From an optimization exercise on the open Yosys and OpenROAD flow, aimed at small area, a short achievable clock period and few clock cycles; shortcuts taken in it are not production practice.
RTL that was checked went through simulation tests only; none was proved equivalent to the original.
No functional check of the RTL was part of run 5.
Power is estimated from default activity; no workload was simulated.

==> design/flow/config.mk <==
export PLATFORM = sky130hd
export DESIGN_NAME = sliding_window_event_assigner_core
export DESIGN_NICKNAME = sliding_window_event_assigner_core
export VERILOG_FILES = /design/flow/design.v
export SDC_FILE = /design/flow/constraint.sdc
export NUM_CORES = 4
export LEC_CHECK = 0
export CAP_MARGIN = 20
export CORE_MARGIN = 2
export CORE_UTILIZATION = 40
export SLEW_MARGIN = 20
==> design/flow/constraint.sdc <==
create_clock -name core_clock -period 10.0 [get_ports {clk}]
set_input_delay 2.0000 -clock core_clock [delete_from_list [all_inputs] [get_ports {clk}]]
set_output_delay 2.0000 -clock core_clock [all_outputs]
set_load 0.01 [all_outputs]
==> design/flow/design.v <==
`timescale 1ns / 1ps
package swea_pkg;
	localparam int TIME_W = 31;
	localparam int REF_W = 32;
	localparam int TAG_W = 31;
	localparam int RANK_CNT_W = 9;
	localparam int RANK_W = 8;
	localparam int MAX_WINDOWS_PER_EVENT = 32;
	localparam int ADDR_W = 4;
	localparam int DATA_W = 32;
	localparam logic [1:0] REG_SLIDE = 2'd0;
	localparam logic [1:0] REG_RANGE = 2'd1;
	localparam logic [1:0] REG_RANKS = 2'd2;
endpackage
`timescale 1ns / 1ps
module swea_div (
	input  logic [30:0] rem,      
	input  logic [1:0]  bits,     
	input  logic [30:0] d,        
	input  logic [32:0] d3,       
	output logic [30:0] rem_nxt,
	output logic [1:0]  digit
);
	logic [32:0] r4;
	logic [33:0] s1;
	logic [33:0] s2;
	logic [33:0] s3;
	always_comb begin
		r4 = {rem, bits};
		s1 = {1'b0, r4} - {3'b0, d};
		s2 = {1'b0, r4} - {2'b0, d, 1'b0};
		s3 = {1'b0, r4} - {1'b0, d3};
		if (!s3[33]) begin
			digit = 2'd3;
			rem_nxt = s3[30:0];
		end else if (!s2[33]) begin
			digit = 2'd2;
			rem_nxt = s2[30:0];
		end else if (!s1[33]) begin
			digit = 2'd1;
			rem_nxt = s1[30:0];
		end else begin
			digit = 2'd0;
			rem_nxt = r4[30:0];
		end
	end
endmodule
`timescale 1ns / 1ps
module sliding_window_event_assigner_core (
	input  logic                              clk,
	input  logic                              arst_n,
	input  logic                              evt_valid,
	output logic                              evt_ready,
	input  logic [swea_pkg::TIME_W-1:0]       evt_stamp,
	input  logic [swea_pkg::REF_W-1:0]        evt_ref,
	input  logic [swea_pkg::TAG_W-1:0]        evt_tag,
	input  logic                              evt_eom,
	output logic                              res_valid,
	input  logic                              res_ready,
	output logic                              res_kind,
	output logic [swea_pkg::TIME_W-1:0]       res_window_id,
	output logic [swea_pkg::RANK_W-1:0]       res_rank,
	output logic [swea_pkg::REF_W-1:0]        res_ref,
	output logic [swea_pkg::TAG_W-1:0]        res_tag,
	output logic [swea_pkg::TIME_W-1:0]       res_span_low,
	output logic [swea_pkg::TIME_W-1:0]       res_span_high,
	output logic                              res_last,
	input  logic                              psel,
	input  logic                              penable,
	input  logic                              pwrite,
	input  logic [swea_pkg::ADDR_W-1:0]       paddr,
	input  logic [swea_pkg::DATA_W-1:0]       pwdata,
	output logic [swea_pkg::DATA_W-1:0]       prdata,
	output logic                              pready
);
	localparam int TW = swea_pkg::TIME_W;
	localparam logic [2:0] S_IDLE  = 3'd0;  
	localparam logic [2:0] S_STEP  = 3'd1;  
	localparam logic [2:0] S_FIN   = 3'd2;  
	localparam logic [2:0] S_DONE  = 3'd3;  
	localparam logic [2:0] S_CBEG  = 3'd4;  
	localparam logic [2:0] S_CLOAD = 3'd5;  
	localparam logic [2:0] S_CCNT  = 3'd6;  
	localparam logic [2:0] S_CMOD  = 3'd7;  
	logic [TW-1:0] slide_q;
	logic [TW-1:0] range_q;
	logic [swea_pkg::RANK_CNT_W-1:0] rank_cnt_q;
	logic [32:0] d3_q;
	logic szero_q;        
	logic d1_q;           
	logic rzero_q;        
	logic r1_q;           
	logic czero_q;        
	logic [4:0] cm1_q;    
	logic [4:0] cm1mod_q; 
	logic [2:0] st_q;
	logic cfg_q;          
	logic [3:0] cnt_q;
	logic [30:0] rem_q;
	logic [30:0] qr_q;    
	logic [7:0] m_q;      
	logic valid_q;
	logic kind_q;
	logic first_q;
	logic pend_q;         
	logic eom_q;
	logic [4:0] left_q;   
	logic [TW-1:0] w_q;
	logic [7:0] rank_q;
	logic [swea_pkg::REF_W-1:0] ref_q;
	logic [swea_pkg::TAG_W-1:0] tag_q;
	logic [TW-1:0] low_q;
	logic [TW-1:0] high_q;
	logic evt_ready_q;
	logic pready_q;
	logic [1:0] rsel_q;
	logic [TW-1:0] d;
	logic [8:0] r;
	logic [TW-1:0] dividend;
	logic [30:0] step_rem;
	logic [1:0] step_digit;
	logic [1:0] tdig;
	logic [10:0] tx;
	logic [10:0] tx1;
	logic [10:0] tx2;
	logic [7:0] m_nxt;
	logic cfg_wr;
	logic accept;
	logic take;
	logic last_win;
	logic done_evt;
	logic [TW:0] old_diff;
	logic clip;
	logic [TW-1:0] oldest;
	logic [4:0] left0;
	logic [9:0] radj;
	logic [7:0] rank0;
	logic [8:0] rank_inc;
	logic [7:0] rank_nxt;
	logic valid_nxt;
	logic pend_nxt;
	logic start;
	logic [2:0] st_nxt;
	logic [33:0] d3_calc;
	assign d = {slide_q[TW-1:1], slide_q[0] | szero_q};
	assign r = rank_cnt_q[8] ? 9'd256 : rank_cnt_q;
	assign dividend = cfg_q ? range_q : evt_stamp;
	swea_div u_div (
		.rem     (rem_q),
		.bits    (qr_q[30:29]),
		.d       (d),
		.d3      (d3_q),
		.rem_nxt (step_rem),
		.digit   (step_digit)
	);
	always_comb begin
		if (st_q == S_CMOD) begin
			case (cnt_q[1:0])
				2'd2: tdig = {1'b0, cm1_q[4]};
				2'd1: tdig = cm1_q[3:2];
				default: tdig = cm1_q[1:0];
			endcase
		end else begin
			tdig = qr_q[1:0];
		end
		tx = {1'b0, m_q, tdig};
		tx1 = (tx >= {1'b0, r, 1'b0}) ? tx - {1'b0, r, 1'b0} : tx;
		tx2 = (tx1 >= {2'b0, r}) ? tx1 - {2'b0, r} : tx1;
		m_nxt = tx2[7:0];
	end
	always_comb begin
		old_diff = {1'b0, qr_q} - {27'b0, cm1_q};
		clip = old_diff[TW];
		oldest = clip ? '0 : old_diff[TW-1:0];
		left0 = clip ? qr_q[4:0] : cm1_q;
		radj = {2'b0, m_q} - {5'b0, cm1mod_q};
		if (radj[9]) radj = radj + {1'b0, r};
		rank0 = (clip || rzero_q) ? 8'd0 : radj[7:0];
	end
	always_comb begin
		cfg_wr = psel && penable && pready_q && pwrite;
		accept = evt_valid && evt_ready_q;
		start = (st_q == S_DONE) && (accept || pend_q);
		take = valid_q && res_ready;
		last_win = left_q == 5'd0;
		done_evt = take && (kind_q || (last_win && !eom_q));
		rank_inc = {1'b0, rank_q} + 9'd1;
		rank_nxt = (rzero_q || (rank_inc == r)) ? 8'd0 : rank_inc[7:0];
		d3_calc = {3'b0, d} + {2'b0, d, 1'b0};
	end
	always_comb begin
		st_nxt = st_q;
		case (st_q)
			S_IDLE: if (evt_valid && !czero_q) st_nxt = S_STEP;
			S_STEP: if (cnt_q == 4'd0) st_nxt = cfg_q ? S_CCNT : S_FIN;
			S_FIN: st_nxt = S_DONE;
			S_DONE: if (start) st_nxt = S_IDLE;
			S_CBEG: st_nxt = S_CLOAD;
			S_CLOAD: st_nxt = S_STEP;
			S_CCNT: st_nxt = S_CMOD;
			S_CMOD: if (cnt_q[1:0] == 2'd0) st_nxt = S_IDLE;
			default: st_nxt = S_IDLE;
		endcase
		if (cfg_wr && (paddr[3:2] != 2'd3)) st_nxt = S_CBEG;
	end
	always_comb begin
		valid_nxt = valid_q;
		pend_nxt = pend_q;
		if (start) begin
			valid_nxt = 1'b1;
			pend_nxt = 1'b0;
		end else if (accept) begin
			valid_nxt = czero_q && evt_eom;
			pend_nxt = !czero_q;
		end else if (done_evt) begin
			valid_nxt = 1'b0;
		end
		if (cfg_wr) pend_nxt = 1'b0;
	end
	always_ff @(posedge clk or negedge arst_n) begin
		if (!arst_n) begin
			st_q <= S_CBEG;
			pend_q <= 1'b0;
			valid_q <= 1'b0;
			evt_ready_q <= 1'b0;
			pready_q <= 1'b0;
			first_q <= 1'b0;
			slide_q <= TW'(1);
			range_q <= TW'(1);
			rank_cnt_q <= 9'd1;
			low_q <= '1;
			high_q <= '0;
		end else begin
			st_q <= st_nxt;
			valid_q <= valid_nxt;
			pend_q <= pend_nxt;
			evt_ready_q <= !valid_nxt && !pend_nxt
				&& ((st_nxt == S_IDLE) || (!czero_q && (st_nxt == S_DONE)));
			pready_q <= psel && penable && !pready_q;
			first_q <= start;
			if (cfg_wr) begin
				case (paddr[3:2])
					swea_pkg::REG_SLIDE: slide_q <= pwdata[TW-1:0];
					swea_pkg::REG_RANGE: range_q <= pwdata[TW-1:0];
					swea_pkg::REG_RANKS: rank_cnt_q <= pwdata[swea_pkg::RANK_CNT_W-1:0];
					default: begin
					end
				endcase
			end
			if (take && kind_q) begin
				low_q <= '1;
				high_q <= '0;
			end else if (first_q) begin
				if (w_q < low_q) low_q <= w_q;
				if (qr_q > high_q) high_q <= qr_q;
			end
		end
	end
	always_ff @(posedge clk) begin
		if (st_q == S_CLOAD) d3_q <= d3_calc[32:0];
		if (st_q == S_CBEG) begin
			szero_q <= slide_q == '0;
			d1_q <= slide_q[TW-1:1] == '0;
			rzero_q <= r == 9'd0;
			r1_q <= r == 9'd1;
		end
		if (st_q == S_CCNT) begin
			czero_q <= qr_q == '0;
			cm1_q <= (qr_q[30:5] != '0) ? 5'd31 : (qr_q[4:0] - 5'd1);
		end
		if (st_q == S_CMOD && cnt_q[1:0] == 2'd0) begin
			cm1mod_q <= m_nxt[4:0];
		end
		if (st_q == S_CBEG) cfg_q <= 1'b1;
		if (st_q == S_CMOD && cnt_q[1:0] == 2'd0) cfg_q <= 1'b0;
		if ((st_q == S_IDLE && st_nxt == S_STEP) || st_q == S_CLOAD) begin
			rem_q <= {30'b0, dividend[TW-1] & !d1_q};
			qr_q <= {dividend[TW-2:0], dividend[TW-1] & d1_q};
			m_q <= {7'b0, dividend[TW-1] & d1_q & !r1_q};
			cnt_q <= 4'd14;
		end else if (st_q == S_STEP) begin
			rem_q <= step_rem;
			qr_q <= {qr_q[28:0], step_digit};
			if (cnt_q != 4'd14) m_q <= m_nxt;
			cnt_q <= cnt_q - 4'd1;
		end else if (st_q == S_FIN) begin
			m_q <= m_nxt;
		end else if (st_q == S_CCNT) begin
			m_q <= 8'd0;
			cnt_q <= 4'd2;
		end else if (st_q == S_CMOD) begin
			m_q <= m_nxt;
			cnt_q <= cnt_q - 4'd1;
		end
		if (accept) begin
			eom_q <= evt_eom;
			ref_q <= evt_ref;
			tag_q <= evt_tag;
		end
		if (accept && czero_q) begin
			kind_q <= 1'b1;
		end else if (start) begin
			kind_q <= 1'b0;
			w_q <= oldest;
			left_q <= left0;
			rank_q <= rank0;
		end else if (take && !kind_q) begin
			if (!last_win) begin
				w_q <= w_q + TW'(1);
				rank_q <= rank_nxt;
				left_q <= left_q - 5'd1;
			end else begin
				kind_q <= 1'b1;
			end
		end
		rsel_q <= paddr[3:2];
	end
	always_comb begin
		case (rsel_q)
			swea_pkg::REG_SLIDE: prdata = {1'b0, slide_q};
			swea_pkg::REG_RANGE: prdata = {1'b0, range_q};
			swea_pkg::REG_RANKS: prdata = {23'b0, rank_cnt_q};
			default: prdata = '0;
		endcase
	end
	assign pready = pready_q;
	assign evt_ready = evt_ready_q;
	assign res_valid = valid_q;
	assign res_kind = kind_q;
	assign res_window_id = kind_q ? '0 : w_q;
	assign res_rank = kind_q ? '0 : rank_q;
	assign res_ref = kind_q ? '0 : ref_q;
	assign res_tag = tag_q;
	assign res_span_low = kind_q ? low_q : '0;
	assign res_span_high = kind_q ? high_q : '0;
	assign res_last = kind_q || (last_win && !eom_q);
endmodule
==> design/flow/run.sh <==
#!/bin/bash
# synth_recipe.tcl (not shown) runs the flow's synth.tcl, then flattens the netlist and writes it again
# the make line also repeats each setting of config.mk as NAME=value (left out here)
make -C /OpenROAD-flow-scripts/flow DESIGN_CONFIG=/design/flow/config.mk WORK_HOME=/design/flow/orfs CLKGATE_MAP_FILE= SYNTH_SCRIPT=/design/flow/synth_recipe.tcl finish
==> results of run 1 <==
-- final timing paths --
| check | start | end | slack [ns] | depth (start not counted) |
|---|---|---|---|---|
| worst min register to register | pready_q$_DFF_PN0_ | pready_q$_DFF_PN0_ | 0.48 | 1 |
| worst min-delay path | pready_q$_DFF_PN0_ | pready_q$_DFF_PN0_ | 0.48 | 1 |
| worst max-delay path | st_q[2]$_DFF_PN1_ | m_q[4]$_SDFFE_PN0P_ | 3.17 | 22 |
| min in group asynchronous | arst_n | first_q$_DFF_PN0_ | 1.47 | 1 |
| max in group asynchronous | arst_n | slide_q[24]$_DFFE_PN0P_ | 7.02 | 2 |
| worst max register to register | st_q[2]$_DFF_PN1_ | m_q[4]$_SDFFE_PN0P_ | 3.17 | 22 |
-- critical path: cells and delay by family (launching register included) --
kind                       cells  cell delay (ns)
and+or+nand+nor                4             1.40
buffers and inverters          1             0.28
AOI/OAI and AO/OA             13             2.76
muxes                          2             0.76
adders and majority gates      2             0.74
DFF                            1             0.76
-- stage by stage --
stage | utilization, % | total power, mW | cell area, µm² | std cells
4_1_cts | 48.9 | 10.6 | 33300 | 4188
3_3_place_gp | 46.4 | 8.57 | 31700 | 4100
5_1_grt | 48.9 | 11.4 | 33300 | 4188
6_report | 48.9 | 10.6 | 33300 | 4188
2_1_floorplan | - | 6.75 | 27400 | 2976
3_5_place_dp | 46.4 | 8.72 | 31700 | 4100
-- layer usage --
metal | vias up | track usage [%] | share of wire (%)
li1 | 11300 | - | -
met1 | 11700 | 32.8 | 43
met2 | 814 | 42.2 | 48
met3 | 167 | 2.45 | 5.2
met4 | 2 | 9.06 | 3.4
met5 | - | 0 | 0.014
-- cell families (layout without fill, tap and decap cells) --
| logic type | after synthesis | in the layout | share of synthesized area, % |
|---|---|---|---|
| AOI/OAI and AO/OA | 738 | 738 | 17.1 |
| xor gates and xnor gates | 191 | 191 | 6.10 |
| adders and majority gates | 268 | 268 | 12.5 |
| buffers and inverters | 315 | 645 | 4.41 |
| DFF | 375 | 375 | 37.0 |
| muxes | 154 | 154 | 5.83 |
| other | 1 | 1 | 0.0137 |
| and+or+nand+nor | 934 | 934 | 17.1 |
-- synth_stat cells (all sizes together), types with 28 or more instances --
master  count
a21o       72
nand3     124
a211oi     37
clkbuf     93
nor2b     106
nand4      33
o21a       43
ha        259
edfxtp    189
mux2       46
nor2      184
xor2       85
and2       78
dfxtp      45
dfstp      35
inv       197
o21ai     229
dfrtp     106
nand2     235
o22ai      28
xnor2     106
nor3       44
a21oi     159
mux2i     108
-- registers in the layout, indices dropped and copies added (netlist names), 2 cells and up --
name        count
cm1_q           5
cm1mod_q        5
cnt_q           4
d3_q           33
high_q         31
left_q          5
low_q          31
m_q             8
qr_q           31
range_q        31
rank_cnt_q      9
rank_q          8
ref_q          32
rem_q          31
rsel_q          2
slide_q        31
st_q            3
tag_q          31
w_q            31
-- power breakdown --
part / switching (mW) / internal [mW] / total, mW / leakage [nW]
Sequential: 0.615 / 2.24 / 2.85 / 3.81
Clock: 0.719 / 1.09 / 1.81 / 0.820
Combinational: 3.37 / 2.56 / 5.94 / 9.73
-- layout make-up --
type                            count  area, µm²  share of cell area, %
Timing Repair Buffer              358       3520                   10.6
Sequential cell                   375      10200                   30.5
Tap cell                          882       1100                   3.31
Clock buffer                       66       1400                   4.20
Clock inverter                     22        258                  0.773
Inverter                          199        747                   2.24
Multi-Input combinational cell   2286      16200                   48.5
==> qor.csv, run 1 <==
metric;value;unit
startpoint_type;register;
worstPathArrival;7.31;ns
vias_per_cell;5.71;
hold_viol;0;
synth_fp_nets;3382;
ys_top_cells_by_area;edfxtp_1 21%, ha_1 12%, dfrtp_1 9.7%, o21ai_0 4.1%, mux2i_1 3.9%;
grt_max_degree;87;
tritoncts;built;
cts_sinks;375;
htree_levels;2;
synth_edf_count;189;
grt_first_pass_wirelength;138000;µm
end_kind;register;
grt_pass1_vias;23700;
fillers;6277;
dr.pass1.iters;5;
final.min_clock_period;6.83;ns
wl_per_cell;21.6;µm
hold_class;reg2reg;
io_pins;339;
ys_seq_elements;375;
status;complete, no violations;
synth.top_cell.area_share;20.7;%
grt_usage;24.8;%
final.setup.worst_slack;3.17;ns
clockBufferDepth;3;
critPathMaxFanout;22;
clk_pin_slew_worst_paths;0.06;ns
critPathMaxStageDelay;0.76;ns
crit_slowest_cell;dfstp_2;
insertedDiodeCount;0;
pre_cts_slack;3.24;ns
ctsResizeCount;0;
ys_seq_area_share;37.0;%
finalNetCount;3673;
cap_viol_max_count;0;
synth_cell_type_count;83;
cts_hold_buf;0;
async_flop_share;37.6;%
drc;0;
core-area;0.0682;mm²
wirelength;90500;µm
synth_top_cell_by_area;edfxtp_1;
first_iter_violations;2066;
root_buffer;clkbuf_16;
crit_chain;and3_1 > o211a_1 > a21o_1 > nand2_1 > fa_1 > a21o_1 > a21oi_1 > o21ai_1 > o211a_1 > nor4_1 > o21a_1 > mux2_2 > ha_1 > a21o_1 > a21oi_1 > o21bai_1 > a31oi_1 > a21oi_1 > nor3_1 > buf_4 > mux2_2 > a22o_1;
grt_overflow;0;
crit_type;reg2reg;
drive_gt1_share;6.99;%
post-route-period-util;68.3;%
post_cts_buffers;0;
yosys_warnings;2;
start_util;40.2;%
area_growth_syn_to_layout;21.5;%
worst_pin_slew;1.20;ns
drv_slew;0;
setup_tns;0;ns
synthCells;2976;
cts_buffers;47;
whs;0.479;ns
port_buffers;334;
antenna_left;0;
fp.dieH;266;µm
synth.avg_cell_area;9.22;µm²
p_per_area;318;mW/mm²
dieArea;0.0707;mm²
synth_area;0.0274;mm²
antenna_found_initial;1;
rsz0062_at_grt;no;
finalSetupViolations;0;
gp_congestion;0.958;
layout_commonest_cell;clkdlybuf4s50_1;
clk_latency;0.60;ns
vdd.ir_drop.worst;136;µV
final_cell_mix;333 x clkdlybuf4s50_1, 259 x ha_1, 235 x nand2_1;
vias;23900;
leakage;14.4;nW
dp.final_hpwl;69400;µm
fmax;0.146;GHz
crit_required;10.48;ns
rows;96;
clock_skew;0.0275;ns
maxSlewHeadroom;19.6;%
fp.dieW;266;µm
synthFlopType;edfxtp_1;
Testbench counts, summed over its fixed seeds: cycles 44,147.
==> run 2: changes to the inputs <==
--- a/design/flow/config.mk
+++ b/design/flow/config.mk
@@ -5,7 +5,9 @@
 export SDC_FILE = /design/flow/constraint.sdc
 export NUM_CORES = 4
 export LEC_CHECK = 0
+export ABC_CLOCK_PERIOD_IN_PS = 4000
 export CAP_MARGIN = 20
 export CORE_MARGIN = 2
 export CORE_UTILIZATION = 40
+export SETUP_SLACK_MARGIN = 5
 export SLEW_MARGIN = 20
==> qor.csv, run 2 <==
metric;value;unit;change
r2r_end;m_q[2]$_SDFFE_PN0P_;;
p_int;6.10;mW;+3.6%
critPathTopFamily;compound AO/OA/AOI/OAI gates;;
grt_pass1_vias;23600;;-0.35%
hold_start;pready_q$_DFF_PN0_;;
reg_top3;d3_q (33), ref_q (32);;
p_per_area;323;mW/mm²;+1.6%
synth_xor_xnor_area_share;6.10;%;unchanged
power;10.9;mW;+2.9%
synth_cell_type_count;83;;unchanged
synthSimpleGateAreaFrac;17.1;%;unchanged
ys_seq_elements;375;;unchanged
first_iter_violations;1897;;-8.2%
core-area;0.0682;mm²;unchanged
power_frac_comb;57.4;%;+1.4 points
clockBufferDepth;3;;unchanged
met1_usage;33.2;%;+0.34 points
grt_overflow;0;;unchanged
async_flop_share;37.6;%;unchanged
final_cell_mix;333 x clkdlybuf4s50_1, 257 x ha_1, 232 x nand2_1;;
synth_edf_count;189;;unchanged
fp.dieW;266;µm;unchanged
yosys_warnings;2;;unchanged
synth.avg_cell_area;9.22;µm²;unchanged
grt-busiest-layer;met2;;
p_clk_share;16.6;%;-0.4 points
hold_viol;0;;unchanged
r2r_cells;24;;+9.1%
regArea;0.0102;mm²;+0.11%
vias;23900;;-0.22%
p_seq_share;26.0;%;-0.9 points
grt_util_met2;42.9;%;+0.69 points
dp.final_hpwl;69900;µm;+0.60%
start_util;40.2;%;unchanged
regMostFlops;d3_q;;
crit_slowest_cell;dfstp_4;;
cap_viol_max_count;0;;unchanged
dieArea;0.0707;mm²;unchanged
vias_per_cell;5.66;;-1.0%
rrSetupSlack;4.92;ns;+1.74 ns
vdd.ir_drop.worst;136;µV;about the same
leakage;14.5;nW;+1.2%
fmax;0.197;GHz;+34%
drv_slew;0;;unchanged
worstPathArrival;5.57;ns;-1.74 ns
post-route-period-util;50.8;%;-17 points
use_met3;2.25;%;-0.20 points
cts_buffers;48;;+2.1%
drive_gt1_share;8.51;%;+1.5 points
critPathMaxFanout;6;;-73%
final.min_clock_period;5.08;ns;-1.74 ns
largest_reg_flops;33;;unchanged
synth_area;0.0274;mm²;unchanged
synthCells;2976;;unchanged
antenna_found_initial;2;;+1
clk_latency;0.61;ns;about the same
io_pins;339;;unchanged
critPathMaxStageDelay;0.62;ns;-0.14 ns
critPathBufInv;1;;unchanged
hold_depth;1;;unchanged
reg2reg_from;st_q[2]$_DFF_PN1_;;
wl_per_cell;21.7;µm;+0.24%
end_kind;register;;
clock_skew;0.0202;ns;-0.00730 ns
crit_chain;and3_4 > o211a_1 > a21o_4 > nand2_4 > fa_2 > a21o_1 > a21oi_2 > o21ai_1 > o211a_1 > o21a_1 > o21a_1 > o31a_1 > o32ai_4 > ha_1 > a21o_1 > a21o_1 > a21oi_2 > o21bai_2 > a31oi_2 > a21oi_2 > nor3_4 > buf_12 > mux2_4 > a22o_1;;
layout_commonest_cell;clkdlybuf4s50_1;;
fp.dieH;266;µm;unchanged
dr.pass1.iters;8;;+3
setup_tns;0;ns;unchanged
rsz0062_at_grt;yes;;
maxSlewHeadroom;21.9;%;+2.3 points
finalSetupViolations;0;;unchanged
yosys.area_share.adder;12.5;%;unchanged
synth.most_common_cell;ha_1;;
p_switching;4.80;mW;+2.0%
synth_top_cells_by_count;259 x ha_1, 235 x nand2_1, 224 x o21ai_0;;
grt_first_pass_wirelength;139000;µm;+0.76%
synth_compound_area_share;17.1;%;unchanged
grt_usage;25.1;%;+0.23 points
grt_max_degree;98;;+13%
synth_mux_area_share;5.83;%;unchanged
port_buffers;334;;unchanged
synth_fp_nets;3382;;unchanged
min_to;pready_q$_DFF_PN0_;;
ys_top_cells_by_area;edfxtp_1 21%, ha_1 12%, dfrtp_1 9.7%, o21ai_0 4.1%, mux2i_1 3.9%;;
status;complete, no violations;;
drc;0;;unchanged
worst_pin_slew;1.17;ns;-0.0330 ns
antenna_left;0;;unchanged
root_buffer;clkbuf_16;;
crit_required;10.49;ns;about the same
htree_levels;2;;unchanged
synth_top_family_by_area;compound AO/OA/AOI/OAI gates;;
switching_share;44.0;%;-0.40 points
ys_seq_area_share;37.0;%;unchanged
startpoint_type;register;;
gp_congestion;0.939;;-2.0%
cts_sinks;375;;unchanged
finalNetCount;3705;;+0.87%
synth.top_cell.area_share;20.7;%;unchanged
wirelength;91500;µm;+1.1%
crit_type;reg2reg;;
hold_class;reg2reg;;
tritoncts;built;;
rows;96;;unchanged
multi_input_area;0.0163;mm²;+0.93%
fillers;6389;;+1.8%
clk_pin_slew_worst_paths;0.06;ns;about the same
area_growth_syn_to_layout;23.1;%;
synthFlopType;edfxtp_1;;
synth_top_cell_by_area;edfxtp_1;;
==> run 2: through the flow <==
step	setup WS, ns	hold WS [ns]	area [µm²]	util (%)	instances
4_1_cts	4.82	0.455	33700	49.3	4213
5_1_grt	4.70	0.495	33800	49.5	4221
3_5_place_dp	3.43	0.437	31700	46.5	4099
3_3_place_gp	3.51	0.433	31700	46.5	4099
6_report	4.92	0.448	33800	49.5	4222
2_1_floorplan	5.01	0.481	27500	-	2976
==> run 2: cell type report <==
class | instances | share of cell area, %
sequential | 375 | 30.1
tap | 882 | 3.27
antenna | 1 | 0.00741
clock inverter | 19 | 0.689
timing repair buffer | 388 | 11.3
timing repair inverter | 1 | 0.0148
multi-input combinational | 2286 | 48.3
clock buffer | 71 | 4.14
inverter | 199 | 2.23
==> run 2: power groups by stage <==
stage | Clock (mW) | Combinational [mW] | Sequential [mW]
floorplan | 0 | 4.18 | 2.58
global placement | 0 | 5.75 | 2.84
detailed placement | 0 | 5.86 | 2.86
CTS | 1.85 | 6.15 | 2.83
global route | 1.90 | 6.88 | 2.90
finish | 1.81 | 6.26 | 2.84
==> run 2: kinds of logic after synthesis <==
logic type,count (synthesis)
AOI/OAI and AO/OA,738
xor gates and xnor gates,191
adders and majority gates,268
buffers and inverters,315
DFF,375
muxes,154
other,1
and+or+nand+nor,934
==> run 2: worst max path at each step <==
stage / from / to / slack [ns] / cells past startpoint
after floorplan: cnt_q[0]$_SDFFE_PN0P_ / m_q[2]$_SDFFE_PN0P_ / 5.01 / 26
after global placement: st_q[2]$_DFF_PN1_ / m_q[3]$_SDFFE_PN0P_ / 3.51 / 21
after detailed placement: evt_valid / w_q[27]$_DFFE_PP_ / 3.43 / 9
after CTS: st_q[2]$_DFF_PN1_ / m_q[4]$_SDFFE_PN0P_ / 4.82 / 24
after global routing: st_q[2]$_DFF_PN1_ / m_q[4]$_SDFFE_PN0P_ / 4.70 / 24
final: st_q[2]$_DFF_PN1_ / m_q[2]$_SDFFE_PN0P_ / 4.92 / 24
==> run 2: repair_timing <==
action,in CTS,in global routing
setup buffers,24,7
resized for setup,34,10
hold buffers,0,0
pin swaps,22,18
setup endpoints to repair,78,70
cloned,0,1
==> run 2: layer usage <==
metal / part of all wire [%] / wire length, µm
met5: 0.017 / 16
met2: 48 / 44200
met1: 43 / 39700
met4: 3.4 / 3120
met3: 4.8 / 4400
==> run 3: changes to the inputs <==
--- a/design/flow/design.v
+++ b/design/flow/design.v
@@ -93,6 +93,9 @@
 	logic czero_q;        
 	logic [4:0] cm1_q;    
 	logic [4:0] cm1mod_q; 
+	logic [9:0] r3_q;     
+	logic cmod_q;         
+	logic [1:0] cmdig_q;
 	logic [2:0] st_q;
 	logic cfg_q;          
 	logic [3:0] cnt_q;
@@ -120,9 +123,10 @@
 	logic [30:0] step_rem;
 	logic [1:0] step_digit;
 	logic [1:0] tdig;
-	logic [10:0] tx;
-	logic [10:0] tx1;
-	logic [10:0] tx2;
+	logic [9:0] tx;
+	logic [10:0] t1;
+	logic [10:0] t2;
+	logic [10:0] t3;
 	logic [7:0] m_nxt;
 	logic cfg_wr;
 	logic accept;
@@ -142,6 +146,7 @@
 	logic start;
 	logic [2:0] st_nxt;
 	logic [33:0] d3_calc;
+	logic [4:0] cm1_nxt;
 	assign d = {slide_q[TW-1:1], slide_q[0] | szero_q};
 	assign r = rank_cnt_q[8] ? 9'd256 : rank_cnt_q;
 	assign dividend = cfg_q ? range_q : evt_stamp;
@@ -154,19 +159,15 @@
 		.digit   (step_digit)
 	);
 	always_comb begin
-		if (st_q == S_CMOD) begin
-			case (cnt_q[1:0])
-				2'd2: tdig = {1'b0, cm1_q[4]};
-				2'd1: tdig = cm1_q[3:2];
-				default: tdig = cm1_q[1:0];
-			endcase
-		end else begin
-			tdig = qr_q[1:0];
-		end
-		tx = {1'b0, m_q, tdig};
-		tx1 = (tx >= {1'b0, r, 1'b0}) ? tx - {1'b0, r, 1'b0} : tx;
-		tx2 = (tx1 >= {2'b0, r}) ? tx1 - {2'b0, r} : tx1;
-		m_nxt = tx2[7:0];
+		tdig = cmod_q ? cmdig_q : qr_q[1:0];
+		tx = {m_q, tdig};
+		t1 = {1'b0, tx} - {2'b0, r};
+		t2 = {1'b0, tx} - {1'b0, r, 1'b0};
+		t3 = {1'b0, tx} - {1'b0, r3_q};
+		if (!t3[10]) m_nxt = t3[7:0];
+		else if (!t2[10]) m_nxt = t2[7:0];
+		else if (!t1[10]) m_nxt = t1[7:0];
+		else m_nxt = tx[7:0];
 	end
 	always_comb begin
 		old_diff = {1'b0, qr_q} - {27'b0, cm1_q};
@@ -187,6 +188,7 @@
 		rank_inc = {1'b0, rank_q} + 9'd1;
 		rank_nxt = (rzero_q || (rank_inc == r)) ? 8'd0 : rank_inc[7:0];
 		d3_calc = {3'b0, d} + {2'b0, d, 1'b0};
+		cm1_nxt = (qr_q[30:5] != '0) ? 5'd31 : (qr_q[4:0] - 5'd1);
 	end
 	always_comb begin
 		st_nxt = st_q;
@@ -263,10 +265,17 @@
 			d1_q <= slide_q[TW-1:1] == '0;
 			rzero_q <= r == 9'd0;
 			r1_q <= r == 9'd1;
+			r3_q <= {1'b0, r} + {r, 1'b0};
 		end
+		cmod_q <= st_nxt == S_CMOD;
+		case ((st_q == S_CCNT) ? 2'd3 : cnt_q[1:0])
+			2'd3: cmdig_q <= {1'b0, cm1_nxt[4]};
+			2'd2: cmdig_q <= cm1_q[3:2];
+			default: cmdig_q <= cm1_q[1:0];
+		endcase
 		if (st_q == S_CCNT) begin
 			czero_q <= qr_q == '0;
-			cm1_q <= (qr_q[30:5] != '0) ? 5'd31 : (qr_q[4:0] - 5'd1);
+			cm1_q <= cm1_nxt;
 		end
 		if (st_q == S_CMOD && cnt_q[1:0] == 2'd0) begin
 			cm1mod_q <= m_nxt[4:0];
--- a/design/flow/config.mk
+++ b/design/flow/config.mk
@@ -5,7 +5,6 @@
 export SDC_FILE = /design/flow/constraint.sdc
 export NUM_CORES = 4
 export LEC_CHECK = 0
-export ABC_CLOCK_PERIOD_IN_PS = 4000
 export CAP_MARGIN = 20
 export CORE_MARGIN = 2
 export CORE_UTILIZATION = 40
==> qor.csv, run 3 <==
metric;value;unit;change
cts_hold_buf;0;;unchanged
crit_chain;buf_4 > nor2b_1 > nand2_1 > o21ai_0 > clkdlybuf4s50_1;;
largest_reg_flops;33;;unchanged
antenna_left;0;;unchanged
wl_per_cell;20.7;µm;-4.4%
ys_seq_area_share;36.1;%;-0.93 points
grt_max_degree;98;;unchanged
grt_usage;24.3;%;-0.74 points
synth_edf_count;199;;+5.3%
clk_pin_slew_worst_paths;0.06;ns;about the same
hold_viol;0;;unchanged
fillers;6898;;+8.0%
layout_commonest_cell;clkdlybuf4s50_1;;
reg_top3;d3_q (33), ref_q (32);;
fp.dieH;274;µm;+3.0%
maxSlewHeadroom;25.5;%;+3.6 points
ctsResizeCount;0;;-100%
first_iter_violations;1663;;-12%
antenna_found_initial;1;;-1
cts_buffers;48;;unchanged
synth_top_cell_by_area;edfxtp_1;;
startpoint_type;register;;
worst_pin_slew;1.11;ns;-0.0523 ns
grt_overflow;0;;unchanged
critPathTopFamily;buffers and inverters;;
crit_type;reg2out;;
critPathBufInv;2;;+1
synth.top_cell.area_share;20.5;%;-0.18 points
synthCells;3246;;+9.1%
dp.final_hpwl;71500;µm;+2.3%
final_cell_mix;333 x clkdlybuf4s50_1, 284 x o21ai_0, 282 x ha_1;;
hold_class;reg2reg;;
yosys_warnings;2;;unchanged
regMostFlops;d3_q;;
ys_top_cells_by_area;edfxtp_1 21%, ha_1 12%, dfrtp_1 9.1%, o21ai_0 4.9%, a21oi_1 3.4%;;
setup_tns;0;ns;unchanged
whs;0.455;ns;+0.00660 ns
cap_viol_max_count;0;;unchanged
synthFlopType;edfxtp_1;;
critPathMaxStageDelay;0.60;ns;-0.02 ns
clockBufferDepth;3;;unchanged
core-area;0.0719;mm²;+5.3%
crit_slowest_cell;nor2b_1;;
rows;98;;+2.1%
rsz0062_at_grt;no;;
pre_cts_slack;4.42;ns;+0.987 ns
cts_sinks;388;;+3.5%
synth_top_cells_by_count;285 x o21ai_0, 282 x ha_1, 244 x nand2_1;;
post_cts_buffers;0;;-100%
grt_first_pass_wirelength;142000;µm;+2.3%
port_buffers;334;;unchanged
ys_seq_elements;388;;+3.5%
clock_skew;0.0182;ns;-0.00204 ns
dr.pass1.iters;6;;-2
finalNetCount;3954;;+6.7%
synth_fp_nets;3677;;+8.7%
drive_gt1_share;6.65;%;-1.9 points
p_per_area;305;mW/mm²;-5.4%
worstPathArrival;2.82;ns;-2.75 ns
status;complete, no violations;;
rrSetupSlack;5.29;ns;+0.37 ns
synth.most_common_cell;o21ai_0;;
start_util;40.6;%;+0.35 points
synth_area;0.0291;mm²;+6.2%
htree_levels;2;;unchanged
root_buffer;clkbuf_16;;
clk_latency;0.62;ns;about the same
drv_slew;0;;unchanged
crit_required;8.00;ns;-2.49 ns
final.min_clock_period;4.82;ns;-0.264 ns
drc;0;;unchanged
vias_per_cell;5.56;;-1.8%
fmax;0.208;GHz;+5.5%
post-route-period-util;48.2;%;-2.6 points
async_flop_share;36.3;%;-1.3 points
gp_congestion;0.920;;-2.1%
tritoncts;built;;
synth_cell_type_count;85;;+2.4%
grt_pass1_vias;24100;;+2.0%
vias;25100;;+5.0%
critPathMaxFanout;32;;+26
fp.dieW;274;µm;+3.0%
io_pins;339;;unchanged
finalSetupViolations;0;;unchanged
end_kind;output port;;
vdd.ir_drop.worst;175;µV;+29%
final.setup.worst_slack;5.18;ns;+0.264 ns
dieArea;0.0750;mm²;+6.1%
area_growth_syn_to_layout;20.5;%;
leakage;14.7;nW;+1.3%
synth.avg_cell_area;8.98;µm²;-2.6%
wirelength;93600;µm;+2.3%
power;10.7;mW;-1.7%
## run 3: cell count changes in the layout (fill, tap and decap cells not counted), moves of 11 or more
| cell | before | now |
|---|---|---|
| a21boi_0 | 3 | 42 |
| a21oi_1 | 155 | 196 |
| buf_4 | 44 | 29 |
| ha_1 | 257 | 282 |
| inv_1 | 192 | 229 |
| mux2i_1 | 108 | 85 |
| nand2_1 | 232 | 244 |
| nand3_1 | 123 | 153 |
| nor2_1 | 183 | 197 |
| nor3_1 | 40 | 55 |
| o211ai_1 | 27 | 38 |
| o21ai_0 | 223 | 284 |
| o221ai_1 | 21 | 6 |
## run 3: worst reg2reg max path: cells and delay by family, from the launching register on
family	cells	cell delay [ns]
fa+ha+maj	2	0.67
compound gates	6	1.73
flops	1	0.66
simple gates	3	1.38
buf+inv	1	0.16
## run 3: cells by family after synthesis
kind of cell	Yosys count	share of synthesized area [%]
and+or+nand+nor	995	17.0
AOI/OAI and AO/OA	885	19.0
DFF	388	36.1
buffers and inverters	367	4.81
adders and majority gates	293	12.9
xor gates and xnor gates	187	5.62
muxes	130	4.66
other	1	0.0129
## run 3: area by class of cell
| cell class | instances | area, µm² | area share (%) |
|---|---|---|---|
| inverters | 229 | 860 | 2.45 |
| diodes | 2 | 5.00 | 0.0142 |
| clock buffers | 65 | 1360 | 3.86 |
| multi-input cells | 2492 | 17300 | 49.3 |
| flip-flops and latches | 388 | 10500 | 29.9 |
| clock inverters | 24 | 308 | 0.876 |
| well taps | 950 | 1190 | 3.38 |
| repair buffers | 364 | 3570 | 10.2 |
## run 3: per-layer routing
| metal | GRT usage (%) | share of wire (%) | wire, µm | vias up |
|---|---|---|---|---|
| li1 | - | - | - | 12200 |
| met1 | 31.5 | 44 | 41000 | 12000 |
| met2 | 40.8 | 47 | 43700 | 711 |
| met3 | 4.04 | 5.7 | 5370 | 134 |
| met4 | 8.91 | 3.7 | 3450 | 0 |
| met5 | 0 | 0 | 0 | - |
## run 3: power breakdown
part | switching (mW) | total [mW] | internal (mW)
clock | 0.743 | 1.85 | 1.11
sequential | 0.617 | 2.87 | 2.26
combinational | 3.38 | 6.00 | 2.62
## run 3: worst paths after layout
check,from,end,cells after the start
setup / recovery,rsel_q[1]$_DFF_P_,prdata[1],5
hold / removal,pready_q$_DFF_PN0_,pready_q$_DFF_PN0_,1
setup reg to reg,qr_q[30]$_DFFE_PP_,rem_q[13]$_SDFFE_PN0P_,12
hold reg to reg,pready_q$_DFF_PN0_,pready_q$_DFF_PN0_,1
max in group asynchronous,arst_n,slide_q[10]$_DFFE_PN0P_,2
min in group asynchronous,arst_n,first_q$_DFF_PN0_,1
## run 3: through the flow
stage,cells,util [%],instance area (µm²)
finish,4514,48.9,35100
global placement,4422,46.5,33400
floorplan,3246,-,29200
CTS,4511,48.8,35100
detailed placement,4422,46.5,33400
global route,4513,48.9,35100
Testbench counts of run 3, summed over its fixed seeds: cycles 44,147.
==> run 4: changes to the inputs <==
==> design/flow/flow/run.sh (new file) <==
#!/bin/bash
set -euo pipefail
cd "$(dirname "$0")/.."
bash standard.sh SETUP_SLACK_MARGIN=6.5 finish > flow_standard.log 2>&1
==> design/flow/standard.sh (new file) <==
#!/bin/bash
# synth_recipe.tcl (not shown) runs the flow's synth.tcl, then flattens the netlist and writes it again
# the make line also repeats each setting of config.mk as NAME=value (left out here)
make -C /OpenROAD-flow-scripts/flow DESIGN_CONFIG=/design/flow/config.mk WORK_HOME=/design/flow/orfs CLKGATE_MAP_FILE= SYNTH_SCRIPT=/design/flow/synth_recipe.tcl "${@:-finish}"
--- a/design/flow/config.mk
+++ b/design/flow/config.mk
@@ -8,5 +8,4 @@
 export CAP_MARGIN = 20
 export CORE_MARGIN = 2
 export CORE_UTILIZATION = 40
-export SETUP_SLACK_MARGIN = 5
 export SLEW_MARGIN = 20
removed: design/flow/run.sh
==> qor.csv, run 4 <==
metric;value;unit;change
status;complete, no violations;;
ys_seq_area_share;36.1;%;unchanged
crit_type;reg2out;;
clock_skew;0.0271;ns;+0.00897 ns
placed_area;0.0335;mm²;+0.34%
maxSlewHeadroom;25.2;%;-0.30 points
drc;0;;unchanged
vias_per_cell;5.64;;+1.5%
tritoncts;built;;
crit_required;8.00;ns;about the same
regMostFlops;d3_q;;
clk_latency;0.61;ns;about the same
dr.pass1.iters;5;;-1
insertedDiodeCount;0;;-2
first_iter_violations;2264;;+36%
ys_seq_elements;388;;unchanged
grt_max_degree;86;;-12%
vdd.ir_drop.worst;198;µV;+13%
cts_buffers;46;;-4.2%
fillers;6573;;-4.7%
end_kind;output port;;
htree_levels;2;;unchanged
rrSetupSlack;6.49;ns;+1.20 ns
grt_usage;26.7;%;+2.3 points
hold_start;pready_q$_DFF_PN0_;;
finalSetupViolations;0;;unchanged
synth.avg_cell_area;8.98;µm²;unchanged
synth_edf_count;199;;unchanged
min_to;pready_q$_DFF_PN0_;;
cts_hold_buf;0;;unchanged
core-area;0.0719;mm²;unchanged
hold_viol;0;;unchanged
clk_pin_slew_worst_paths;0.06;ns;about the same
worst_pin_slew;1.12;ns;+0.00857 ns
r2r_cells;9;;-3
synth_top_cell_by_area;edfxtp_1;;
root_buffer;clkbuf_16;;
clockBufferDepth;3;;unchanged
wirelength;105000;µm;+13%
finalNetCount;4158;;+5.2%
r2r_end;left_q[4]$_DFFE_PP_;;
wl_per_cell;22.3;µm;+7.8%
fin_area;0.0390;mm²;+11%
cts_sinks;388;;unchanged
reg_top3;d3_q (33), ref_q (32);;
dp.final_hpwl;71700;µm;+0.35%
hold_class;reg2reg;;
async_flop_share;36.3;%;unchanged
drv_slew;0;;unchanged
antenna_found_initial;2;;+1
final.min_clock_period;3.90;ns;-0.919 ns
rows;98;;unchanged
synth_top_cells_by_count;285 x o21ai_0, 282 x ha_1, 244 x nand2_1;;
post-route-period-util;39.0;%;-9.2 points
synth.top_cell.area_share;20.5;%;unchanged
ys_top_cells_by_area;edfxtp_1 21%, ha_1 12%, dfrtp_1 9.1%, o21ai_0 4.9%, a21oi_1 3.4%;;
vias;26600;;+6.1%
fp.dieW;274;µm;unchanged
start_util;40.6;%;unchanged
synth_area;0.0291;mm²;unchanged
synth.most_common_cell;o21ai_0;;
cap_viol_max_count;0;;unchanged
synthCells;3246;;unchanged
synth_cell_type_count;85;;unchanged
grt_overflow;0;;unchanged
fp.dieH;274;µm;unchanged
fmax;0.257;GHz;+24%
worstPathArrival;1.90;ns;-0.92 ns
io_pins;339;;unchanged
grt_first_pass_wirelength;154000;µm;+8.6%
critPathMaxFanout;8;;-75%
synth_fp_nets;3677;;unchanged
port_buffers;334;;unchanged
dieArea;0.0750;mm²;unchanged
leakage;16.9;nW;+15%
yosys_warnings;2;;unchanged
whs;0.450;ns;-0.00500 ns
hold_depth;1;;unchanged
reg2reg_from;qr_q[12]$_DFFE_PP_;;
grt_pass1_vias;25300;;+4.9%
final_cell_mix;276 x ha_1, 221 x nand2_1, 214 x o21ai_0;;
gp_congestion;0.917;;-0.33%
setup_tns;0;ns;unchanged
startpoint_type;register;;
synthFlopType;edfxtp_1;;
drive_gt1_share;22.9;%;+16 points
rsz0062_at_grt;yes;;
largest_reg_flops;33;;unchanged
layout_commonest_cell;ha_1;;
p_per_area;320;mW/mm²;+4.7%
area_growth_syn_to_layout;33.8;%;
antenna_left;0;;unchanged
==> run 4: cell counts after synthesis <==
No cell type changed its count.
==> run 4: what timing repair did <==
item                       in CTS  in global routing
gates cloned                   32                  7
pin swaps                      47                 56
buffers inserted              118                 51
hold endpoints to repair        0                  0
setup endpoints to repair     421                305
resized for setup            1016                252
==> run 4: where the power goes <==
group	internal (mW)	switching (mW)	leakage, nW
registers	2.25	0.606	3.94
logic	3.72	4.09	12.2
clock network	1.06	0.739	0.775
==> run 4: routing by layer <==
metal / part of all wire [%] / wire length (µm) / up-vias / track usage (%)
met3: 5.3 / 5610 / 147 / 2.53
met1: 44 / 46300 / 13000 / 36.5
met4: 3.0 / 3190 / 4 / 7.65
li1: - / - / 12700 / -
met5: 0.028 / 30 / - / 0
met2: 48 / 50200 / 804 / 44.7
==> run 4: worst max-delay path by stage <==
stage / cells past startpoint / from / to / slack (ns)
floorplan: 9 / evt_valid / rem_q[30]$_SDFFE_PN0P_ / 6.01
global placement: 8 / evt_valid / rank_q[1]$_DFFE_PP_ / 4.58
detailed placement: 8 / evt_valid / rank_q[0]$_DFFE_PP_ / 4.54
CTS: 5 / rsel_q[0]$_DFF_P_ / prdata[15] / 6.07
global route: 5 / rsel_q[0]$_DFF_P_ / prdata[8] / 6.09
finish: 5 / rsel_q[0]$_DFF_P_ / prdata[8] / 6.10
==> run 4: layout make-up <==
cell class	instances	area, µm²	share of cell area [%]
inverter	229	888	2.28
clock inverter	18	213	0.545
clock buffer	68	1370	3.51
tap	950	1190	3.05
multi-input combinational	2498	18700	47.9
sequential	388	10500	27.0
timing repair buffer	564	6120	15.7
==> run 4: cells by family after synthesis <==
group                    share of synthesized area, %
buffers and inverters                            4.81
AND/OR/NAND/NOR                                  17.0
flip-flops                                       36.1
adder cells (fa/ha/maj)                          12.9
XOR/XNOR                                         5.62
AO/OA/AOI/OAI                                    19.0
multiplexers                                     4.66
other                                          0.0129
==> run 4: critical path, cell delays in order, from the launching register on <==
cell	delay [ns]
dfxtp_4	0.44
buf_12	0.16
buf_12	0.17
mux2i_4	0.26
o21ai_2	0.10
buf_2	0.15
==> run 4: metrics by stage <==
step / std cells / worst slack (ns) / util (%) / power [mW]
5_1_grt: 4715 / 6.09 / 54.3 / 13.3
3_5_place_dp: 4421 / 4.54 / 46.7 / 8.86
2_1_floorplan: 3246 / 6.01 / - / 6.98
4_1_cts: 4657 / 6.07 / 52.0 / 11.8
6_report: 4715 / 6.10 / 54.3 / 12.5
3_3_place_gp: 4421 / 4.58 / 46.7 / 8.82
==> run 5: changes to the inputs <==
--- a/design/flow/design.v
+++ b/design/flow/design.v
@@ -17,7 +17,6 @@
 	input  logic [30:0] rem,      
 	input  logic [1:0]  bits,     
 	input  logic [30:0] d,        
-	input  logic [32:0] d3,       
 	output logic [30:0] rem_nxt,
 	output logic [1:0]  digit
 );
@@ -29,7 +28,7 @@
 		r4 = {rem, bits};
 		s1 = {1'b0, r4} - {3'b0, d};
 		s2 = {1'b0, r4} - {2'b0, d, 1'b0};
-		s3 = {1'b0, r4} - {1'b0, d3};
+		s3 = {1'b0, r4} - {3'b0, d} - {2'b0, d, 1'b0};
 		if (!s3[33]) begin
 			digit = 2'd3;
 			rem_nxt = s3[30:0];
@@ -85,7 +84,6 @@
 	logic [TW-1:0] slide_q;
 	logic [TW-1:0] range_q;
 	logic [swea_pkg::RANK_CNT_W-1:0] rank_cnt_q;
-	logic [32:0] d3_q;
 	logic szero_q;        
 	logic d1_q;           
 	logic rzero_q;        
@@ -93,7 +91,6 @@
 	logic czero_q;        
 	logic [4:0] cm1_q;    
 	logic [4:0] cm1mod_q; 
-	logic [9:0] r3_q;     
 	logic cmod_q;         
 	logic [1:0] cmdig_q;
 	logic [2:0] st_q;
@@ -145,7 +142,6 @@
 	logic pend_nxt;
 	logic start;
 	logic [2:0] st_nxt;
-	logic [33:0] d3_calc;
 	logic [4:0] cm1_nxt;
 	assign d = {slide_q[TW-1:1], slide_q[0] | szero_q};
 	assign r = rank_cnt_q[8] ? 9'd256 : rank_cnt_q;
@@ -154,7 +150,6 @@
 		.rem     (rem_q),
 		.bits    (qr_q[30:29]),
 		.d       (d),
-		.d3      (d3_q),
 		.rem_nxt (step_rem),
 		.digit   (step_digit)
 	);
@@ -163,7 +158,7 @@
 		tx = {m_q, tdig};
 		t1 = {1'b0, tx} - {2'b0, r};
 		t2 = {1'b0, tx} - {1'b0, r, 1'b0};
-		t3 = {1'b0, tx} - {1'b0, r3_q};
+		t3 = {1'b0, tx} - {2'b0, r} - {1'b0, r, 1'b0};
 		if (!t3[10]) m_nxt = t3[7:0];
 		else if (!t2[10]) m_nxt = t2[7:0];
 		else if (!t1[10]) m_nxt = t1[7:0];
@@ -187,7 +182,6 @@
 		done_evt = take && (kind_q || (last_win && !eom_q));
 		rank_inc = {1'b0, rank_q} + 9'd1;
 		rank_nxt = (rzero_q || (rank_inc == r)) ? 8'd0 : rank_inc[7:0];
-		d3_calc = {3'b0, d} + {2'b0, d, 1'b0};
 		cm1_nxt = (qr_q[30:5] != '0) ? 5'd31 : (qr_q[4:0] - 5'd1);
 	end
 	always_comb begin
@@ -259,13 +253,11 @@
 		end
 	end
 	always_ff @(posedge clk) begin
-		if (st_q == S_CLOAD) d3_q <= d3_calc[32:0];
 		if (st_q == S_CBEG) begin
 			szero_q <= slide_q == '0;
 			d1_q <= slide_q[TW-1:1] == '0;
 			rzero_q <= r == 9'd0;
 			r1_q <= r == 9'd1;
-			r3_q <= {1'b0, r} + {r, 1'b0};
 		end
 		cmod_q <= st_nxt == S_CMOD;
 		case ((st_q == S_CCNT) ? 2'd3 : cnt_q[1:0])
==> design/flow/run.sh (new file) <==
#!/bin/bash
# synth_recipe.tcl (not shown) runs the flow's synth.tcl, then flattens the netlist and writes it again
# the make line also repeats each setting of config.mk as NAME=value (left out here)
make -C /OpenROAD-flow-scripts/flow DESIGN_CONFIG=/design/flow/config.mk WORK_HOME=/design/flow/orfs CLKGATE_MAP_FILE= SYNTH_SCRIPT=/design/flow/synth_recipe.tcl finish
--- a/design/flow/config.mk
+++ b/design/flow/config.mk
@@ -8,4 +8,5 @@
 export CAP_MARGIN = 20
 export CORE_MARGIN = 2
 export CORE_UTILIZATION = 40
+export SETUP_SLACK_MARGIN = 5
 export SLEW_MARGIN = 20
removed: design/flow/flow/run.sh
removed: design/flow/standard.sh
==> qor.csv, run 5 <==
metric;value;unit;change
status;complete, no violations;;
post-route-period-util;54.1;%;+15 points
antenna_left;0;;unchanged
final_cell_mix;333 x clkdlybuf4s50_1, 219 x nand2_1, 209 x o21ai_0;;
cts_sinks;345;;-11%
grt_first_pass_wirelength;134000;µm;-13%
final.setup.worst_slack;4.59;ns;-1.51 ns
placed_cells;3914;;-11%
critPathMaxFanout;7;;-1
worst-path-stages;23;;+18
wl_per_cell;21.7;µm;-2.8%
vias;23100;;-13%
fin_util;51.3;%;-3.0 points
clk_pin_slew_worst_paths;0.06;ns;about the same
synth.most_common_cell;nand2_1;;
crit_path_end;rem_q[13]$_SDFFE_PN0P_;;
regMostFlops;ref_q;;
fin_area;0.0324;mm²;-17%
p_per_area;382;mW/mm²;+19%
area_growth_syn_to_layout;26.8;%;
grt_usage;25.8;%;-0.83 points
yosys.area_share.adder;10.8;%;-2.1 points
hold_viol;0;;unchanged
antenna_found_initial;5;;+3
finalSetupViolations;0;;unchanged
synthCells;2837;;-13%
ys_seq_area_share;36.1;%;+0.056 points
finalNetCount;3528;;-15%
rsz0062_at_grt;yes;;
htree_levels;2;;unchanged
grt_pass1_vias;22900;;-9.5%
synth_top_cell_by_area;edfxtp_1;;
cpMostUsedCell;buf_4;;
first_iter_violations;1649;;-27%
clock_skew;0.0227;ns;-0.00441 ns
synth_cell_type_count;89;;+4.7%
fp.dieW;257;µm;-6.3%
synth_top_family_by_area;compound AO/OA/AOI/OAI gates;;
placed_area;0.0297;mm²;-11%
vias_per_cell;5.70;;+0.99%
fp.dieH;257;µm;-6.3%
drv_slew;0;;unchanged
crit_slowest_cell;edfxtp_1;;
start_util;40.5;%;-0.099 points
dieArea;0.0658;mm²;-12%
ys_seq_elements;345;;-11%
critPathMaxStageDelay;0.54;ns;+0.10 ns
critPathBufInv;5;;+2
drc;0;;unchanged
finalNonFillerCells;4058;;-14%
rrSetupSlack;4.59;ns;-1.90 ns
ys_top_cells_by_area;edfxtp_1 18%, dfrtp_1 10%, ha_1 10%, o21ai_0 4.4%, dfxtp_1 3.8%;;
dr.pass1.iters;6;;+1
dp.final_hpwl;66400;µm;-7.4%
worstSetupStartpoint;qr_q[30]$_DFFE_PP_;;
io_pins;339;;unchanged
port_buffers;334;;unchanged
r2r_cells;23;;+14
final.min_clock_period;5.41;ns;+1.51 ns
core-area;0.0631;mm²;-12%
synthSimpleGateAreaFrac;17.1;%;+0.15 points
critPathTopFamily;compound AO/OA/AOI/OAI gates;;
startpoint_type;register;;
crit_type;reg2reg;;
pre_cts_slack;3.33;ns;-1.20 ns
end_kind;register;;
synth_fp_nets;3189;;-13%
cts_buffers;43;;-6.5%
whs;0.465;ns;+0.0151 ns
power;12.4;mW;-0.89%
maxSlewHeadroom;26.5;%;+1.3 points
fmax;0.185;GHz;-28%
setup_tns;0;ns;unchanged
worst_pin_slew;1.10;ns;-0.0246 ns
synth_edf_count;156;;-22%
grt_overflow;0;;unchanged
synth_compound_area_share;19.8;%;+0.85 points
fillers;5950;;-9.5%
clockBufferDepth;3;;unchanged
root_buffer;clkbuf_16;;
leakage;13.5;nW;-20%
wirelength;88100;µm;-16%
hold_class;reg2reg;;
crit_chain;ha_1 > nor2b_4 > o31a_1 > a31oi_4 > buf_4 > nand3b_1 > a21oi_2 > xnor2_2 > ha_4 > a21o_1 > a221o_1 > a32o_2 > o21ai_1 > o211ai_1 > buf_4 > a221oi_4 > buf_4 > a31oi_4 > and2_4 > buf_12 > buf_6 > a31oi_1 > a21oi_1;;
synth.top_cell.area_share;18.4;%;-2.2 points
rows;92;;-6.1%
tritoncts;built;;
clk_latency;0.60;ns;about the same
largest_reg_flops;32;;-3.0%
yosys_warnings;2;;unchanged
cap_viol_max_count;0;;unchanged
layout_commonest_cell;clkdlybuf4s50_1;;
drive_gt1_share;11.7;%;-11 points
synth.avg_cell_area;9.00;µm²;+0.20%
worstPathArrival;5.86;ns;+3.96 ns
synth_area;0.0255;mm²;-12%
vdd.ir_drop.worst;227;µV;+15%
synth_xor_xnor_area_share;5.66;%;+0.042 points
synthFlopType;edfxtp_1;;
synth_mux_area_share;5.97;%;+1.3 points
crit_required;10.45;ns;+2.45 ns
synth_top_cells_by_count;226 x nand2_1, 223 x o21ai_0, 205 x ha_1;;
reg2reg_from;qr_q[30]$_DFFE_PP_;;
r2r_end;rem_q[13]$_SDFFE_PN0P_;;
gp_congestion;0.933;;+1.7%
grt_max_degree;80;;-7.0%
async_flop_share;40.9;%;+4.5 points
run 5: layout make-up:
| type | instances | area, µm² | share of cell area (%) |
|---|---|---|---|
| Antenna cell | 1 | 2.50 | 0.00773 |
| Clock buffer | 53 | 1140 | 3.53 |
| Clock inverter | 27 | 298 | 0.920 |
| Inverter | 169 | 643 | 1.99 |
| Multi-Input combinational cell | 2192 | 15800 | 48.9 |
| Sequential cell | 345 | 9230 | 28.5 |
| Tap cell | 846 | 1060 | 3.27 |
| Timing Repair Buffer | 425 | 4170 | 12.9 |
run 5: kinds of logic (layout without fill, tap and decap cells):
family / Yosys count / in the layout
multiplexers: 146 / 146
XOR/XNOR: 165 / 165
AO/OA/AOI/OAI: 796 / 796
AND/OR/NAND/NOR: 870 / 870
flip-flops: 345 / 345
other: 1 / 2
buffers and inverters: 300 / 674
adder cells (fa/ha/maj): 214 / 214
run 5: layer usage:
layer  routed length [µm]  part of all wire (%)  global-route usage, %
met1                37400                    42                   33.0
met3                 4600                   5.2                   3.21
met5                   13                 0.015                      0
met4                 3300                   3.7                   10.0
met2                42700                    49                   44.3
run 5: power by group:
group / leakage [nW] / switching (mW) / total (mW) / internal (mW)
sequential: 3.54 / 0.539 / 2.59 / 2.05
combinational: 9.25 / 4.47 / 8.16 / 3.69
clock: 0.694 / 0.678 / 1.61 / 0.929
total: 13.5 / 5.69 / 12.4 / 6.67
run 5: repair_timing:
item,4_1_cts,5_1_grt
gates cloned,1,1
setup buffers,36,25
hold buffers,0,0
pin swaps,38,59
endpoints found under the setup margin,107,56
gates resized for setup,77,66
run 5: how the worst min path moves through the flow:
stage / endpoint / slack (ns) / startpoint / cells after the start
after detailed placement: pready_q$_DFF_PN0_ / 0.45 / pready_q$_DFF_PN0_ / 1
after global routing: pready_q$_DFF_PN0_ / 0.50 / pready_q$_DFF_PN0_ / 1
after floorplan: rem_q[18]$_SDFFE_PN0P_ / 0.46 / rem_q[18]$_SDFFE_PN0P_ / 2
after global placement: pready_q$_DFF_PN0_ / 0.44 / pready_q$_DFF_PN0_ / 1
final: pready_q$_DFF_PN0_ / 0.46 / pready_q$_DFF_PN0_ / 1
after CTS: pready_q$_DFF_PN0_ / 0.47 / pready_q$_DFF_PN0_ / 1

==> separate check: timing with driven ports <==
In the flow no input, the clock included, has a driving cell. The finished layouts below were timed again as built, in two steps. Step 1, drivers: a clkbuf_16 drives clk and a buf_2 each remaining input, both assumed. Step 2, shift: input delay + t, output delay - t, t = (earliest + latest rising clock arrival at the registers) / 2. This alone moves slack from input paths to output paths. Three values: no drivers, after step 1, after step 2; two values: the first two.
| run | t, ns | setup WS [ns] | worst setup path at the end |
|---|---|---|---|
| run 1 | 0.637 | 3.174 / 3.174 / 3.174 | register to register |
| run 2 | 0.645 | 4.919 / 4.919 / 4.609 | input to register |
| run 3 | 0.677 | 5.183 / 5.116 / 4.596 | input to register |
| run 4 | 0.652 | 6.102 / 6.048 / 5.819 | input to register |
| run 5 | 0.647 | 4.594 / 4.594 / 4.459 | input to register |
After both steps setup and hold are still met in every run listed. The setup slack of run 3, which loses most, moves by -0.067 ns with the drivers and by -0.587 ns with both steps.
